Source: an optimization exercise on an open RTL-to-GDS flow (aim: small area). Production flows keep margins and buffers that such runs may drop. The RTL was checked by simulation tests, not by an equivalence proof against the original design. Power and IR drop assume default switching activity.

## run.sh

```bash
#!/bin/bash
# synth_recipe.tcl (not shown) runs the flow's synth.tcl, then flattens the netlist and writes it again
# the make line also repeats each setting of config.mk as NAME=value (left out here)
make -C /OpenROAD-flow-scripts/flow DESIGN_CONFIG=/design/flow/config.mk WORK_HOME=/design/flow/orfs CLKGATE_MAP_FILE= SYNTH_SCRIPT=/design/flow/synth_recipe.tcl finish
```

## config.mk

```make
export PLATFORM = sky130hd
export DESIGN_NAME = mips_register_file
export DESIGN_NICKNAME = mips_register_file
export VERILOG_FILES = /design/flow/design.v
export SDC_FILE = /design/flow/constraint.sdc
export NUM_CORES = 4
export LEC_CHECK = 0
export CAP_MARGIN = 10
export CORE_MARGIN = 2
export CORE_UTILIZATION = 35
export CTS_BUF_LIST = sky130_fd_sc_hd__clkbuf_8
export CTS_CLUSTER_DIAMETER = 60
export CTS_CLUSTER_SIZE = 20
export PLACE_DENSITY = 0.45
export SETUP_SLACK_MARGIN = 0
export SLEW_MARGIN = 10
export SYNTH_HIERARCHICAL = 1
export SYNTH_MINIMUM_KEEP_SIZE = 0
```

## constraint.sdc

```tcl
create_clock -name core_clock -period 8.0 [get_ports {Clk}]
set_input_delay 1.6000 -clock core_clock [delete_from_list [all_inputs] [get_ports {Clk}]]
set_output_delay 1.6000 -clock core_clock [all_outputs]
set_load 0.01 [all_outputs]
```

## design.v

```verilog
`default_nettype none
module rf_ao22 (
    input  wire logic a, ae, b, be,
    output wire logic y
);
    assign y = (a & ae) | (b & be);
endmodule
module rf_aoi222 (
    input  wire logic a1, a2, b1, b2, c1, c2,
    output wire logic y
);
    assign y = ~((a1 & a2) | (b1 & b2) | (c1 & c2));
endmodule
module rf_nand2 (
    input  wire logic a, b,
    output wire logic y
);
    assign y = ~(a & b);
endmodule
module rf_nand4 (
    input  wire logic a, b, c, d,
    output wire logic y
);
    assign y = ~(a & b & c & d);
endmodule
module rf_nand3 (
    input  wire logic a, b, c,
    output wire logic y
);
    assign y = ~(a & b & c);
endmodule
module rf_or3 (
    input  wire logic a, b, c,
    output wire logic y
);
    assign y = a | b | c;
endmodule
module rf_read_bit #(
    parameter bit HAS_C = 1'b0
) (
    input  wire logic [30:0] d,
    input  wire logic [30:0] s,
    input  wire logic        cn,
    output wire logic        y
);
    logic [10:0] g;
    genvar gk;
    generate
        for (gk = 0; gk < 10; gk++) begin : g_aoi
            rf_aoi222 u_aoi (
                .a1(d[3*gk]),   .a2(s[3*gk]),
                .b1(d[3*gk+1]), .b2(s[3*gk+1]),
                .c1(d[3*gk+2]), .c2(s[3*gk+2]),
                .y (g[gk])
            );
        end
    endgenerate
    rf_nand2 u_last (.a(d[30]), .b(s[30]), .y(g[10]));
    logic [2:0] h;
    rf_nand4 u_n0 (.a(g[0]), .b(g[1]), .c(g[2]),  .d(g[3]), .y(h[0]));
    rf_nand4 u_n1 (.a(g[4]), .b(g[5]), .c(g[6]),  .d(g[7]), .y(h[1]));
    generate
        if (HAS_C) begin : g_c
            rf_nand4 u_n2 (.a(g[8]), .b(g[9]), .c(g[10]), .d(cn), .y(h[2]));
        end else begin : g_nc
            rf_nand3 u_n2 (.a(g[8]), .b(g[9]), .c(g[10]),         .y(h[2]));
        end
    endgenerate
    rf_or3   u_o  (.a(h[0]), .b(h[1]), .c(h[2]), .y(y));
endmodule
module mips_register_file #(
    parameter int                    DATA_WIDTH = 32,
    parameter int                    ADDR_WIDTH = 5,
    parameter logic [DATA_WIDTH-1:0] SP_RESET   = 32'h0000_3FFC
) (
    input  wire logic                  Clk,
    input  wire logic                  Rst,
    input  wire logic [ADDR_WIDTH-1:0] ReadRegister1,
    input  wire logic [ADDR_WIDTH-1:0] ReadRegister2,
    input  wire logic [ADDR_WIDTH-1:0] WriteRegister,
    input  wire logic [DATA_WIDTH-1:0] WriteData,
    input  wire logic                  RegWrite,
    input  wire logic [ADDR_WIDTH-1:0] DebugAddr,
    output wire logic [DATA_WIDTH-1:0] ReadData1,
    output wire logic [DATA_WIDTH-1:0] ReadData2,
    output wire logic [DATA_WIDTH-1:0] DebugData
);
    localparam int c_num_regs = 2 ** ADDR_WIDTH;
    localparam int c_sp_index = 29;
    logic [c_num_regs-1:1] w_we;
    logic [c_num_regs-1:1] w_hold;
    logic [c_num_regs-1:1] w_live;
    logic [c_num_regs-1:1][DATA_WIDTH-1:0] r_data;
    logic [c_num_regs-1:1][DATA_WIDTH-1:0] w_next;
    logic [c_num_regs-1:1]                 r_valid;
    genvar gi, gb;
    generate
        for (gi = 1; gi < c_num_regs; gi++) begin : g_entry
            assign w_we[gi]   = RegWrite && (WriteRegister == ADDR_WIDTH'(gi));
            assign w_hold[gi] = ~w_we[gi];
            assign w_live[gi] = r_valid[gi] || (w_we[gi] && Rst);
            for (gb = 0; gb < DATA_WIDTH; gb++) begin : g_bit
                rf_ao22 u_next (
                    .a (r_data[gi][gb]), .ae(w_hold[gi]),
                    .b (WriteData[gb]),  .be(w_we[gi]),
                    .y (w_next[gi][gb])
                );
            end
            always_ff @(posedge Clk) begin
                r_data[gi] <= w_next[gi];
            end
            always_ff @(posedge Clk or negedge Rst) begin
                if (!Rst)          r_valid[gi] <= 1'b0;
                else if (w_we[gi]) r_valid[gi] <= 1'b1;
            end
        end
    endgenerate
    logic [ADDR_WIDTH-1:0] w_raddr [3];
    logic [DATA_WIDTH-1:0] w_rdata [3];
    assign w_raddr[0] = ReadRegister1;
    assign w_raddr[1] = ReadRegister2;
    assign w_raddr[2] = DebugAddr;
    genvar gp, gr;
    generate
        for (gp = 0; gp < 3; gp++) begin : g_read_port
            logic [30:0] sel;
            logic        sp_n;
            for (gr = 1; gr < c_num_regs; gr++) begin : g_sel
                assign sel[gr-1] = (w_raddr[gp] == ADDR_WIDTH'(gr)) && w_live[gr];
            end
            assign sp_n = !((w_raddr[gp] == ADDR_WIDTH'(c_sp_index)) &&
                            !w_live[c_sp_index]);
            for (gb = 0; gb < DATA_WIDTH; gb++) begin : g_bit
                logic [30:0] d;
                for (gr = 1; gr < c_num_regs; gr++) begin : g_d
                    assign d[gr-1] = w_next[gr][gb];
                end
                rf_read_bit #(
                    .HAS_C(SP_RESET[gb])
                ) u_bit (
                    .d(d), .s(sel), .cn(sp_n), .y(w_rdata[gp][gb])
                );
            end
        end
    endgenerate
    assign ReadData1 = w_rdata[0];
    assign ReadData2 = w_rdata[1];
    assign DebugData = w_rdata[2];
endmodule
`default_nettype wire
```

==> results of run 1 <==
[where the power goes]
group / total, mW / internal [mW] / switching [mW]
clock network: 4.47 / 2.01 / 2.46
registers: 6.37 / 6.09 / 0.278
logic: 3.02 / 1.20 / 1.82
total: 13.9 / 9.31 / 4.55
[metrics by stage]
step / std cells / hold WS, ps / power, mW / setup WS [ps] / util, %
detailed placement: 5761 / 453.1 / 9.355 / 601.7 / 40.22
global route: 5990 / 483.4 / 14.27 / 391.9 / 42.53
finish: 5998 / 471.2 / 13.86 / 370.0 / 42.55
CTS: 5983 / 474.4 / 13.73 / 597.2 / 42.52
global placement: 5760 / 452.3 / 9.319 / 501.6 / 40.21
floorplan: 3764 / 435.5 / 8.268 / 516.1 / -
[routing by layer]
metal	wire length (um)	part of all wire, %
met2	112100	39
met5	286	0.10
met1	108100	38
met4	23650	8.3
met3	41490	15
[per-module statistics from Yosys, one instance, submodules excluded, excerpt]
module              copies in the design  flip-flops and latches  cells
mips_register_file                     1                    1023   1332
rf_aoi222                            960                       0      1
rf_ao22                              992                       0      1
rf_or3                                96                       0      1
rf_nand3                              60                       0      1
rf_nand2                              96                       0      1
[final cells by class]
type | instances | area (um^2) | share of cell area (%)
inverter | 31 | 116.4 | 0.2218
clock buffer | 130 | 1789 | 3.410
clock inverter | 92 | 1051 | 2.003
multi-input combinational | 2690 | 23070 | 43.97
sequential | 1023 | 20630 | 39.33
tap | 1637 | 2048 | 3.904
timing repair buffer | 380 | 3724 | 7.097
antenna | 15 | 37.54 | 0.07154
[synthesized netlist by cell type (2+ instances only)]
master    number  area (um^2)
a21oi_1       27        135.1
a21oi_2        4        35.03
a222oi_1     960         9609
a22o_1       992         8688
and2_1         5        31.28
and3b_1        2        17.52
and4b_1        3        30.03
and4bb_2       3        37.54
buf_1          4        15.01
buf_2          5        25.02
buf_4          2        15.01
clkbuf_1       5        18.77
clkbuf_2       3        15.01
dfrtp_1       31        775.7
dfxtp_1      992        19860
inv_1         31        116.4
nand2_1      123        461.7
nand2b_1      41        256.5
nand3_1       63        315.3
nand3b_1       8        60.06
nand4_1      229         1433
nand4b_1       3        26.28
nor2_1        21        78.83
nor2b_1        2        12.51
nor3_1        87        435.4
nor4_1         4        25.02
nor4_2         3        37.54
or2_2          4        25.02
or3_1         99        619.3
or3b_2         2        17.52
[worst paths after layout]
path | from | endpoint | slack, ps | depth (start not counted)
max | WriteRegister[0] | DebugData[2] | 370 | 10
min | r_valid[31]$_DFFE_PN0N_ | r_valid[31]$_DFFE_PN0N_ | 470 | 1
max reg2reg | r_data[147]$_DFF_P_ | r_data[147]$_DFF_P_ | 7210 | 1
min reg2reg | r_valid[31]$_DFFE_PN0N_ | r_valid[31]$_DFFE_PN0N_ | 470 | 1
max in group asynchronous | Rst | r_valid[16]$_DFFE_PN0N_ | 6810 | 2
min in group asynchronous | Rst | r_valid[30]$_DFFE_PN0N_ | 600 | 1
[registers in the layout, indices dropped and copies added (netlist names)]
name,flops
r_data,992
r_valid,31
[cell families after synthesis]
logic type	synth area share, %
compound gates	42.65
buf+inv	0.4998
flops	47.65
simple gates	9.200
==> impl_metrics.ini, run 1 <==
[synthesis]
synth_edf_count = 0
synth_ff_type = dfxtp_1
ys_warn_count = 10
ys_seq_area_share_pct = 47.65
ys_types = 36
synth.avg_cell_area_um2 = 11.50
synth.ff_latch_count = 1023
syn_area_um2 = 43300
synth_nets = 3819
async_reset_ff_share_pct = 3.030
netlist_instances = 3764

[global_routing]
grt_pass1_vias = 46450
met1_usage_pct = 54.64
global_route.usage.total_pct = 42.81
antenna_found_initial = 12
grt_overflow = 0
busiest_layer = met2
grt_pass1_wl_mm = 381.5
met3_usage_pct = 16.48
grt_max_degree = 34
use_met2_pct = 58.47

[run_status]
status = finished clean

[timing]
rsz0062_at_grt = false
period_share_pct = 95.38
finClkSkew_ps = 0
finalSetupViolCount = 0
min_period_ps = 7630
hold_viol = 0
slew_headroom_pct = 13.00
slew_violations = 0
setup-tns-final_ps = 0
fmax_ghz = 0.1311
worst_slew_pin_slew_ps = 1298

[worst_setup_path]
required_ps = 6400
worstSetupPathType = in -> out
cp_max_fo = 23
cp_cell_sequence = clkdlybuf4s50_1 > nand4_1 > nor3_2 > inv_2 > buf_4 > a22o_1 > a222oi_1 > nand4_1 > or3_1 > clkdlybuf4s50_1
crit_buf_inv = 4
cp-end-kind = output port
crit_arrival_ps = 6030
start_kind = primary input
cp_slowest_cell = clkdlybuf4s50_1
max_stage_delay_ps = 710
cp_top_family = buffers and inverters

[clocking]
ctsHtreeMaxLevel = 3
numCtsBuffers = 118
clk_path_buf_depth = 3
cts_root_buf = clkbuf_8
clkLatencyLatePin_ps = 900
path_clk_slew_ps = 70
post_cts_resized = 0
postCtsHoldBufs = 0
cts.sinks = 1023
cts_tree = done
post_cts_buffers = 0

[cells_and_area]
postLayoutCellArea_um2 = 52470
final_cell_mix = 992 x a22o_1, 992 x dfxtp_1, 960 x a222oi_1, 229 x nand4_1, 190 x buf_4
final_layout_size_suffix_gt1_share_pct = 14.20
nFillCells = 11840
syn_to_final_growth_pct = 21.17
fin_nets = 4299

[job]
cap_violations = 0

[detailed_routing]
drt_iter0_markers = 13280
drt_pass1_iterations = 14
vias = 49700
wl_mm = 285.6
vias_per_cell = 8.285
drtAntennaViolNets = 0
drc_errors = 0
routedWlPerCell_um = 47.62

[hold_path]
hold_class = reg -> reg

[placed_design]
gp_congestion = 0.9422
placed_area_um2 = 49590
port-buffer-count = 150
dp_hpwl_mm = 157.5

[floorplan]
die_x_um = 355.7
ios = 151
num_rows = 129
start_util_pct = 35.12
chipHeight_um = 355.7
coreArea_um2 = 123300
design.die.area_um2 = 126600

[power_and_ir_drop]
powerDensity_nw_per_um2 = 264.1
total_leakage_power_nw = 18.96
ir_drop_mv = 0.1571
==> run 2: changes to the inputs <==
==> flow/run.sh (new file) <==
#!/bin/bash
# Standard ORFS layout with three changes: ports are buffered with buf_1,
# and clock tree synthesis clusters more sinks per buffer and inserts no
# dummy loads. Each ORFS step writes its own log under orfs/logs/.
set -euo pipefail
bash standard.sh \
  "BUFFER_PORTS_ARGS=-buffer_cell sky130_fd_sc_hd__buf_1" \
  "CTS_ARGS=-sink_clustering_enable -repair_clock_nets -dont_use_dummy_load -sink_clustering_size 20 -sink_clustering_max_diameter 60 -buf_list sky130_fd_sc_hd__clkbuf_16" \
  finish > standard_sh.log 2>&1
==> standard.sh (new file) <==
#!/bin/bash
# synth_recipe.tcl (not shown) runs the flow's synth.tcl, then flattens the netlist and writes it again
# the make line also repeats each setting of config.mk as NAME=value (left out here)
make -C /OpenROAD-flow-scripts/flow DESIGN_CONFIG=/design/flow/config.mk WORK_HOME=/design/flow/orfs CLKGATE_MAP_FILE= SYNTH_SCRIPT=/design/flow/synth_recipe.tcl "${@:-finish}"
--- a/config.mk
+++ b/config.mk
@@ -8,9 +8,6 @@
 export CAP_MARGIN = 10
 export CORE_MARGIN = 2
-export CORE_UTILIZATION = 35
-export CTS_BUF_LIST = sky130_fd_sc_hd__clkbuf_8
-export CTS_CLUSTER_DIAMETER = 60
-export CTS_CLUSTER_SIZE = 20
-export PLACE_DENSITY = 0.45
+export CORE_UTILIZATION = 25
+export PLACE_DENSITY = 0.35
 export SETUP_SLACK_MARGIN = 0
 export SLEW_MARGIN = 10
removed: run.sh
==> run 2 against run 1 <==
Net effect: synthesized cell count unchanged; sequential cell count is the same; combinational power down 3%; largest power group unchanged; critical endpoint is now DebugData[0]; utilization shrank 12 points; total power grew 2.4%; sequential power barely moved; synthesized area is the same.
==> impl_metrics.ini, run 2 <==
[synthesis]
synth_top_area_share_pct = 45.86
synth_nets = 3819
synth.avg_cell_area_um2 = 11.50
netlist_instances = 3764
syn_area_um2 = 43300
async_reset_ff_share_pct = 3.030
synth_compound_area_share_pct = 42.65
synth_common_cells = 992 x a22o_1, 992 x dfxtp_1, 960 x a222oi_1
synth_area_leaders = dfxtp_1 46%, a222oi_1 22%, a22o_1 20%, nand4_1 3.3%, dfrtp_1 1.8%
synth_top_family_by_area = compound AO/OA/AOI/OAI gates
ys_warn_count = 10
synth.ff_latch_count = 1023
synth_top_area_cell = dfxtp_1
synth_ff_type = dfxtp_1
ys_seq_area_share_pct = 47.65
synth_simple_gate_area_share_pct = 9.200
synth_xor_area_share_pct = 0
ys_types = 36
synth_fa_ha_area_share_pct = 0
synth_edf_count = 0
synthMuxAreaShare_pct = 0

[floorplan]
num_rows = 152
design.die.area_um2 = 176600
coreArea_um2 = 171900
start_util_pct = 25.19
ios = 151
chipHeight_um = 420.2
die_x_um = 420.2

[timing]
finalSetupViolCount = 0
worst_slew_pin_slew_ps = 1333
hold_ws_ps = 462.8
slew_headroom_pct = 11.10
fin_ws_ps = 1016
hold_viol = 0
min_period_ps = 6984
fmax_ghz = 0.1432
slew_violations = 0
finClkSkew_ps = 0
rsz0062_at_grt = false
period_share_pct = 87.30
setup-tns-final_ps = 0

[clocking]
cts_root_buf = clkbuf_16
numCtsBuffers = 121
path_clk_slew_ps = 40
postCtsHoldBufs = 0
post_cts_resized = 0
clk_path_buf_depth = 3
clkLatencyLatePin_ps = 730
cts.sinks = 1023
ctsHtreeMaxLevel = 3
post_cts_buffers = 0
cts_tree = done

[worst_setup_path]
cp-end-kind = output port
cp_max_fo = 33
required_ps = 6400
start_kind = primary input
crit_arrival_ps = 5380
worstSetupPathType = in -> out

[cells_and_area]
top_register = r_data
final_layout_size_suffix_gt1_share_pct = 12.91
nFillCells = 17670
syn_to_final_growth_pct = 20.92
postLayoutCellArea_um2 = 52360
final_cell_mix = 992 x a22o_1, 992 x dfxtp_1, 960 x a222oi_1, 229 x nand4_1, 212 x buf_4
largest_reg_flops = 992
top_regs = r_data: 992 flops, r_valid: 31 flops
fin_nets = 4303

[global_routing]
antenna_found_initial = 23
grt_pass1_vias = 45970
grt_max_degree = 34
global_route.usage.total_pct = 33.93
grt_pass1_wl_mm = 413.8
grt_overflow = 0

[detailed_routing]
drt_pass1_iterations = 13
wl_mm = 315.1
vias = 49870
routedWlPerCell_um = 47.87
drc_errors = 0
drt_iter0_markers = 12850
drtAntennaViolNets = 0
vias_per_cell = 7.577

[placed_design]
port-buffer-count = 150
dp_hpwl_mm = 182.9
placed_area_um2 = 49260
gp_congestion = 0.8721
post-place-ws_ps = 1084

[power_and_ir_drop]
total_power_mw = 14.20
total_leakage_power_nw = 18.70
ir_drop_mv = 0.1739
powerDensity_nw_per_um2 = 271.1

[hold_path]
hold_class = reg -> reg

[job]
cap_violations = 0

[run_status]
status = finished clean
-- run 2: cell counts after synthesis --
No cell type changed its count.
-- run 2: cells by family after synthesis --
kind of cell	after synthesis
buffers and inverters	51
DFF	1023
and+or+nand+nor	707
AOI/OAI and AO/OA	1983
-- run 2: final cells by class --
cell class              count  area [um^2]  area share [%]
repair buffers            381         2559           4.887
well taps                2310         2890           5.520
diodes                     26        65.06          0.1243
multi-input cells        2690        23070           44.06
flip-flops and latches   1023        20630           39.41
inverters                  31        116.4          0.2222
clock buffers             121         3028           5.783
-- run 2: worst paths after layout --
| check | to | slack (ps) | cells after the start | startpoint |
|---|---|---|---|---|
| worst max-delay path | DebugData[0] | 1020 | 9 | RegWrite |
| worst min-delay path | r_valid[19]$_DFFE_PN0N_ | 460 | 1 | r_valid[19]$_DFFE_PN0N_ |
| worst max register to register | r_data[763]$_DFF_P_ | 7260 | 1 | r_data[763]$_DFF_P_ |
| worst min register to register | r_valid[19]$_DFFE_PN0N_ | 460 | 1 | r_valid[19]$_DFFE_PN0N_ |
| max in group asynchronous | r_valid[9]$_DFFE_PN0N_ | 6310 | 3 | Rst |
| min in group asynchronous | r_valid[20]$_DFFE_PN0N_ | 760 | 1 | Rst |
-- run 2: routing by layer --
layer | wire [um] | track usage, % | vias up
met5 | 67 | 0 | -
met4 | 21930 | 21.12 | 10
met3 | 38660 | 10.97 | 925
met2 | 125900 | 46.91 | 4442
met1 | 128500 | 45.15 | 25510
li1 | - | - | 18990
-- run 2: stage by stage --
stage / utilization, % / cells
floorplan: - / 3764
global placement: 28.65 / 6434
detailed placement: 28.65 / 6434
CTS: 30.41 / 6555
global route: 30.44 / 6574
finish: 30.46 / 6582
-- run 2: critical path, cell delays in order --
cell and delay (ps):
buf_1 320, nor4b_4 560, and2_2 280, inv_2 390, a22o_1 420, a222oi_1 490
nand4_1 530, or3_1 570, buf_1 150
-- run 2: power breakdown --
part           total [mW]  switching, mW  internal, mW
Sequential           6.38          0.275          6.11
Clock                4.88           2.26          2.61
Combinational        2.94           1.88          1.06
-- run 2: per-module statistics from Yosys (local to each module, per instance), a selection --
module              area [um^2]  flip-flops and latches
mips_register_file        22320                    1023
rf_aoi222                 10.01                       0
rf_ao22                   8.758                       0
rf_nand4                  6.256                       0
rf_or3                    6.256                       0
rf_nand3                  5.005                       0
rf_nand2                  3.754                       0
==> run 3: changes to the inputs <==
--- a/flow/run.sh
+++ b/flow/run.sh
@@ -6,4 +6,4 @@
 bash standard.sh \
   "BUFFER_PORTS_ARGS=-buffer_cell sky130_fd_sc_hd__buf_1" \
-  "CTS_ARGS=-sink_clustering_enable -repair_clock_nets -dont_use_dummy_load -sink_clustering_size 20 -sink_clustering_max_diameter 60 -buf_list sky130_fd_sc_hd__clkbuf_16" \
+  "CTS_ARGS=-sink_clustering_enable -repair_clock_nets -dont_use_dummy_load -sink_clustering_size 22 -sink_clustering_max_diameter 80 -buf_list sky130_fd_sc_hd__clkbuf_16" \
   finish > standard_sh.log 2>&1
--- a/config.mk
+++ b/config.mk
@@ -8,6 +8,6 @@
 export CAP_MARGIN = 10
 export CORE_MARGIN = 2
-export CORE_UTILIZATION = 25
-export PLACE_DENSITY = 0.35
+export CORE_UTILIZATION = 35
+export PLACE_DENSITY = 0.45
 export SETUP_SLACK_MARGIN = 0
 export SLEW_MARGIN = 10
==> run 3 against run 2 <==
Net effect: global-route usage up 8.6 points; critical path depth up 1; routed wire length down 10%; cell count down 12%; sequential share of layout area is 1.9 points higher; still clean on timing, DRC and antenna; register-to-register slack worse by 40 ps; synthesized cell count unchanged; clock-buffer cell count shrank 55; via count fell by 1.4%; sequential cell count unchanged; first-iteration DRC count up 3.3%; largest cell class unchanged.
==> impl_metrics.ini, run 3 <==
[worst_setup_path]
crit_buf_inv = 4
cp-end-kind = output port
cp_slowest_cell = a222oi_1
crit-reg2reg-launch = r_data[820]$_DFF_P_
cp_max_fo = 18
max_stage_delay_ps = 710
r2r_slack_ps = 7220
start_kind = primary input
cp_top_family = simple AND/OR/NAND/NOR gates
reg2reg_depth = 1
required_ps = 6400
cp_cell_sequence = buf_1 > nand4_1 > nor3_2 > inv_2 > buf_4 > a22o_1 > a222oi_1 > nand4_1 > or3_1 > buf_1
regToRegEndpoint = r_data[820]$_DFF_P_
worstSetupPathType = in -> out
crit_start = WriteRegister[4]
crit_arrival_ps = 5730

[detailed_routing]
drc_errors = 0
vias_per_cell = 8.444
drtAntennaViolNets = 0
wl_mm = 283.0
vias = 49170
routedWlPerCell_um = 48.59
drt_iter0_markers = 13270
drt_pass1_iterations = 17

[floorplan]
ios = 151
chipHeight_um = 355.7
die_x_um = 355.7
design.die.area_um2 = 126600
coreArea_um2 = 123300
num_rows = 129
start_util_pct = 35.12

[cells_and_area]
top_register = r_data
fin_nets = 4233
final_cell_mix = 992 x a22o_1, 992 x dfxtp_1, 960 x a222oi_1, 229 x nand4_1, 200 x buf_4
post-route-util_pct = 40.52
final_layout_size_suffix_gt1_share_pct = 11.40
largest_reg_flops = 992
syn_to_final_growth_pct = 15.38
top_regs = r_data: 992 flops, r_valid: 31 flops

[hold_path]
min_to = r_valid[30]$_DFFE_PN0N_
worstHoldPathCells = 1
hold_class = reg -> reg
min-delay-start = r_valid[30]$_DFFE_PN0N_

[clocking]
clk_path_buf_depth = 3
post_cts_resized = 0
cts_root_buf = clkbuf_16
ctsHtreeMaxLevel = 3
path_clk_slew_ps = 50
numCtsBuffers = 66
cts_tree = done
clkLatencyLatePin_ps = 650
cts.sinks = 1023
post_cts_buffers = 0
postCtsHoldBufs = 0

[synthesis]
synth.ff_latch_count = 1023
ys_seq_area_share_pct = 47.65
synth_top_area_share_pct = 45.86
netlist_instances = 3764
synth_ff_type = dfxtp_1
synth_fa_ha_area_share_pct = 0
synth_area_leaders = dfxtp_1 46%, a222oi_1 22%, a22o_1 20%, nand4_1 3.3%, dfrtp_1 1.8%
synth_common_cells = 992 x a22o_1, 992 x dfxtp_1, 960 x a222oi_1
synth_top_family_by_area = compound AO/OA/AOI/OAI gates
ys_warn_count = 10
async_reset_ff_share_pct = 3.030
synthMuxAreaShare_pct = 0
synth.avg_cell_area_um2 = 11.50
synth_compound_area_share_pct = 42.65
synth_nets = 3819
synth_top_area_cell = dfxtp_1
synth_xor_area_share_pct = 0
synth_simple_gate_area_share_pct = 9.200
ys_types = 36
synth_edf_count = 0
syn_area_um2 = 43300

[global_routing]
grt_pass1_vias = 45720
grt_overflow = 0
met1_usage_pct = 55.40
antenna_found_initial = 16
global_route.usage.total_pct = 42.55
grt_max_degree = 34
met3_usage_pct = 15.16
use_met2_pct = 58.19
grt_pass1_wl_mm = 380.1
busiest_layer = met2

[timing]
finClkSkew_ps = 0
slew_violations = 0
slew_headroom_pct = 2.820
setup-tns-final_ps = 0
period_share_pct = 91.66
rsz0062_at_grt = false
finalSetupViolCount = 0
worst_slew_pin_slew_ps = 1446
min_period_ps = 7332
fmax_ghz = 0.1364
hold_viol = 0

[placed_design]
port-buffer-count = 150
dp_hpwl_mm = 160.4
gp_congestion = 0.9108

[power_and_ir_drop]
ir_drop_mv = 0.1757
total_leakage_power_nw = 17.93
powerDensity_nw_per_um2 = 252.7

[run_status]
status = finished clean

[job]
cap_violations = 0
==> run 3: stage by stage <==
step	hold slack, ps	total power [mW]	cell area (um^2)	setup slack, ps	std cells
after floorplan	435.5	8.268	43300	516.1	3764
after global placement	450.6	9.182	48290	974.7	5747
after detailed placement	453.1	9.219	48290	1035	5747
after CTS	467.6	12.51	49940	1033	5813
after global routing	479.9	13.03	49960	650.9	5820
final	469.1	12.63	49960	667.6	5823
==> run 3: worst max-delay path by stage <==
stage,endpoint,cells past startpoint
2_1_floorplan,DebugData[0],8
3_3_place_gp,ReadData1[31],10
3_5_place_dp,ReadData1[31],10
4_1_cts,ReadData2[17],10
5_1_grt,ReadData2[17],10
6_report,ReadData2[17],10
==> run 3: cells by family (layout without fill, tap and decap cells) <==
logic type      Yosys count  in the layout
compound gates         1983           1983
flops                  1023           1023
simple gates            707            707
buf+inv                  51            463
other cells               0             10
==> run 3: final cells by class <==
cell class / count / area (um^2)
Antenna cell: 10 / 25.02
Clock buffer: 66 / 1652
Fill cell: 11970 / 73350
Inverter: 31 / 116.4
Multi-Input combinational cell: 2690 / 23070
Sequential cell: 1023 / 20630
Tap cell: 1637 / 2048
Timing Repair Buffer: 366 / 2419
==> run 3: Yosys stat by module (local to each module, per instance), a selection <==
module / flops+latches / copies in the design / area [um^2]
rf_or3: 0 / 96 / 6.256
rf_aoi222: 0 / 960 / 10.01
rf_ao22: 0 / 992 / 8.758
rf_nand2: 0 / 96 / 3.754
mips_register_file: 1023 / 1 / 22320
rf_nand4: 0 / 228 / 6.256
rf_nand3: 0 / 60 / 5.005
==> run 3: power breakdown <==
group          leakage (nW)  internal [mW]  switching (mW)  total [mW]
Sequential             8.61           6.10           0.277        6.37
Clock                 0.813           1.47            1.91        3.38
Combinational          8.51           1.06            1.82        2.87
==> run 3: per-layer routing <==
metal | vias up | share of wire, %
met1 | 24360 | 38
met5 | - | 0.047
met3 | 1078 | 15
li1 | 18810 | -
met4 | 12 | 8.1
met2 | 4916 | 39
==> run 4: changes to the inputs <==
--- a/flow/run.sh
+++ b/flow/run.sh
@@ -6,4 +6,4 @@
 bash standard.sh \
   "BUFFER_PORTS_ARGS=-buffer_cell sky130_fd_sc_hd__buf_1" \
-  "CTS_ARGS=-sink_clustering_enable -repair_clock_nets -dont_use_dummy_load -sink_clustering_size 22 -sink_clustering_max_diameter 80 -buf_list sky130_fd_sc_hd__clkbuf_16" \
+  "CTS_ARGS=-sink_clustering_enable -repair_clock_nets -dont_use_dummy_load -sink_clustering_size 26 -sink_clustering_max_diameter 90 -buf_list sky130_fd_sc_hd__clkbuf_16" \
   finish > standard_sh.log 2>&1
==> run 4 against run 3 <==
Net effect: now fails the layout checks on max-capacitance violations, max-slew violations; routed wire length is essentially flat; setup slack gained 51 ps; register-to-register slack is essentially flat; utilization shrank 0.28 points.
==> impl_metrics.ini, run 4 <==
[timing]
hold_viol = 0
finClkSkew_ps = 0
slew_violations = 7
period_share_pct = 91.02
finalSetupViolCount = 0
min_period_ps = 7281
fin_ws_ps = 718.8
worst_slew_pin_slew_ps = 1533
setup-tns-final_ps = 0
slew_headroom_pct = -2.738
rsz0062_at_grt = false
fmax_ghz = 0.1373

[synthesis]
synth_edf_count = 0
syn_area_um2 = 43300
synth.avg_cell_area_um2 = 11.50
netlist_instances = 3764
synth_common_cells = 992 x a22o_1, 992 x dfxtp_1, 960 x a222oi_1
synth.ff_latch_count = 1023
synth_nets = 3819
ys_seq_area_share_pct = 47.65
synth_ff_type = dfxtp_1
ys_warn_count = 10
synth_area_leaders = dfxtp_1 46%, a222oi_1 22%, a22o_1 20%, nand4_1 3.3%, dfrtp_1 1.8%
ys_types = 36
async_reset_ff_share_pct = 3.030
synth_top_area_share_pct = 45.86
synth_top_area_cell = dfxtp_1

[floorplan]
die_x_um = 355.7
start_util_pct = 35.12
num_rows = 129
chipHeight_um = 355.7
coreArea_um2 = 123300
ios = 151
design.die.area_um2 = 126600

[clocking]
clk_path_buf_depth = 3
numCtsBuffers = 52
post_cts_resized = 0
postCtsHoldBufs = 0
clkLatencyLatePin_ps = 740
path_clk_slew_ps = 50
cts_root_buf = clkbuf_16
ctsHtreeMaxLevel = 2
cts.sinks = 1023
cts_tree = done
post_cts_buffers = 0

[worst_setup_path]
start_kind = primary input
cp_max_fo = 18
required_ps = 6400
cp-end-kind = output port
worstSetupPathType = in -> out
r2r_slack_ps = 7220
crit_arrival_ps = 5680

[run_status]
violations = max-capacitance violations, max-slew violations
status = complete, but fails checks

[power_and_ir_drop]
powerDensity_nw_per_um2 = 246.8
total_leakage_power_nw = 17.76
p_int_mw = 8.312
ir_drop_mv = 0.1865
switching_share_pct = 32.12
p_comb_share_pct = 23.5
p_clk_share_pct = 24.5
seq_power_share_pct = 52.0
p_sw_mw = 3.933
total_power_mw = 12.24

[detailed_routing]
vias_per_cell = 8.465
routedWlPerCell_um = 48.68
wl_met2_mm = 113.0
drtAntennaViolNets = 0
wl_mm = 283.0
drt_pass1_iterations = 14
vias = 49210
top_layer_used = met5
drt_iter0_markers = 13180
wl_met1_mm = 107.4
drc_errors = 0
wl_met3_mm = 41.23

[placed_design]
dp_cells = 5747
post-place-ws_ps = 1035
dp_hpwl_mm = 160.4
port-buffer-count = 150
gp_congestion = 0.9108

[global_routing]
grt_max_degree = 34
grt_overflow = 0
antenna_found_initial = 23
global_route.usage.total_pct = 42.50
grt_pass1_vias = 45580
grt_pass1_wl_mm = 379.9

[hold_path]
hold_class = reg -> reg

[cells_and_area]
largest_reg_flops = 992
final_layout_size_suffix_gt1_share_pct = 11.10
top_regs = r_data: 992 flops, r_valid: 31 flops
layout.cells.non_filler = 5813
top_register = r_data
syn_to_final_growth_pct = 14.59
fin_nets = 4219
final_cell_mix = 992 x a22o_1, 992 x dfxtp_1, 960 x a222oi_1, 229 x nand4_1, 200 x buf_4

[job]
cap_violations = 1
## run 4: cell counts after synthesis
Identical to the previous run, type by type.
## run 4: per-layer routing
metal  vias up  global-route usage [%]
met4        18                   27.38
met3      1035                   15.20
li1      18790                       -
met5         -                  0.1509
met2      4826                   58.92
met1     24540                   55.39
## run 4: power by group through the flow
stage	sequential, mW	combinational (mW)	clock, mW
detailed placement	6.47	2.75	0
finish	6.37	2.88	3.00
CTS	6.36	2.76	3.01
global placement	6.45	2.73	0
floorplan	6.40	1.87	0
global route	6.46	3.00	3.19
## run 4: logic make-up after synthesis
logic type             Yosys count  share of synthesized area [%]
AND/OR/NAND/NOR                707                          9.200
buffers and inverters           51                         0.4998
AO/OA/AOI/OAI                 1983                          42.65
flip-flops                    1023                          47.65
## run 4: worst max-delay path, cell delays in order
cell      delay [ps]
buf_1            340
nand4_1          450
nor3_2           360
inv_2            400
buf_4            400
a22o_1           300
a222oi_1         720
nand4_1          420
or3_1            510
buf_1            150
## run 4: through the flow
| stage | util, % | hold WS, ps | area [um^2] |
|---|---|---|---|
| after CTS | 40.21 | 467.9 | 49590 |
| after global placement | 39.16 | 450.6 | 48290 |
| after floorplan | - | 435.5 | 43300 |
| after detailed placement | 39.16 | 453.1 | 48290 |
| final | 40.24 | 469.7 | 49620 |
| after global routing | 40.22 | 480.2 | 49600 |
## run 4: path summary, 6_finish.rpt
check | startpoint | to | depth (start not counted)
max | WriteRegister[0] | ReadData2[17] | 10
min | r_valid[26]$_DFFE_PN0N_ | r_valid[26]$_DFFE_PN0N_ | 1
max reg2reg | r_data[820]$_DFF_P_ | r_data[820]$_DFF_P_ | 1
min reg2reg | r_valid[26]$_DFFE_PN0N_ | r_valid[26]$_DFFE_PN0N_ | 1
max in group asynchronous | Rst | r_valid[24]$_DFFE_PN0N_ | 2
min in group asynchronous | Rst | r_valid[11]$_DFFE_PN0N_ | 1
## run 4: modules after synthesis, one instance, submodules excluded, excerpt
module / cell area (um^2) / cells / flops+latches
rf_nand2: 3.754 / 1 / 0
rf_aoi222: 10.01 / 1 / 0
rf_ao22: 8.758 / 1 / 0
rf_or3: 6.256 / 1 / 0
mips_register_file: 22320 / 1332 / 1023
rf_nand4: 6.256 / 1 / 0
rf_nand3: 5.005 / 1 / 0
## run 4: cell type report
cell class                 instances  area [um^2]
antenna                           14        35.03
clock buffer                      52         1301
fill                           11990        73690
inverter                          31        116.4
multi-input combinational       2690        23070
sequential                      1023        20630
tap                             1637         2048
timing repair buffer             366         2419

separate check: timing with driven ports:
The flow's constraints put no driver on any port. The routed layouts listed below were extracted and timed again, unchanged, in two steps.
Step 1 assumes that a clkbuf_16 drives the clock port and a buf_2 every other input.
Step 2 moves the port delays by t, midway between the first and last clock arrival at a register: inputs arrive t later, outputs are due t later. That takes back most of the time a late clock gives input paths.
Three values: ideal, step 1, step 2; two values: the first two.
run | t (ns) | slack for setup (ns) | worst hold slack (ns) | slew at the worst register clock pin (ns)
run 1 | 0.961 | 0.370 / 0.346 / 0.346 | 0.471 / 0.471 / 0.471 | 0.12 / 0.12
run 2 | 0.835 | 1.016 / 0.993 / 0.993 | 0.463 / 0.463 / 0.463 | 0.07 / 0.07
run 3 | 0.735 | 0.668 / 0.642 / 0.642 | 0.469 / 0.469 / 0.469 | 0.10 / 0.10
run 4 | 0.788 | 0.719 / 0.696 / 0.696 | 0.470 / 0.470 / 0.470 | 0.12 / 0.12
For run 3, which loses most, drivers alone change the setup slack by -0.026 ns; drivers and shift together by -0.026 ns.
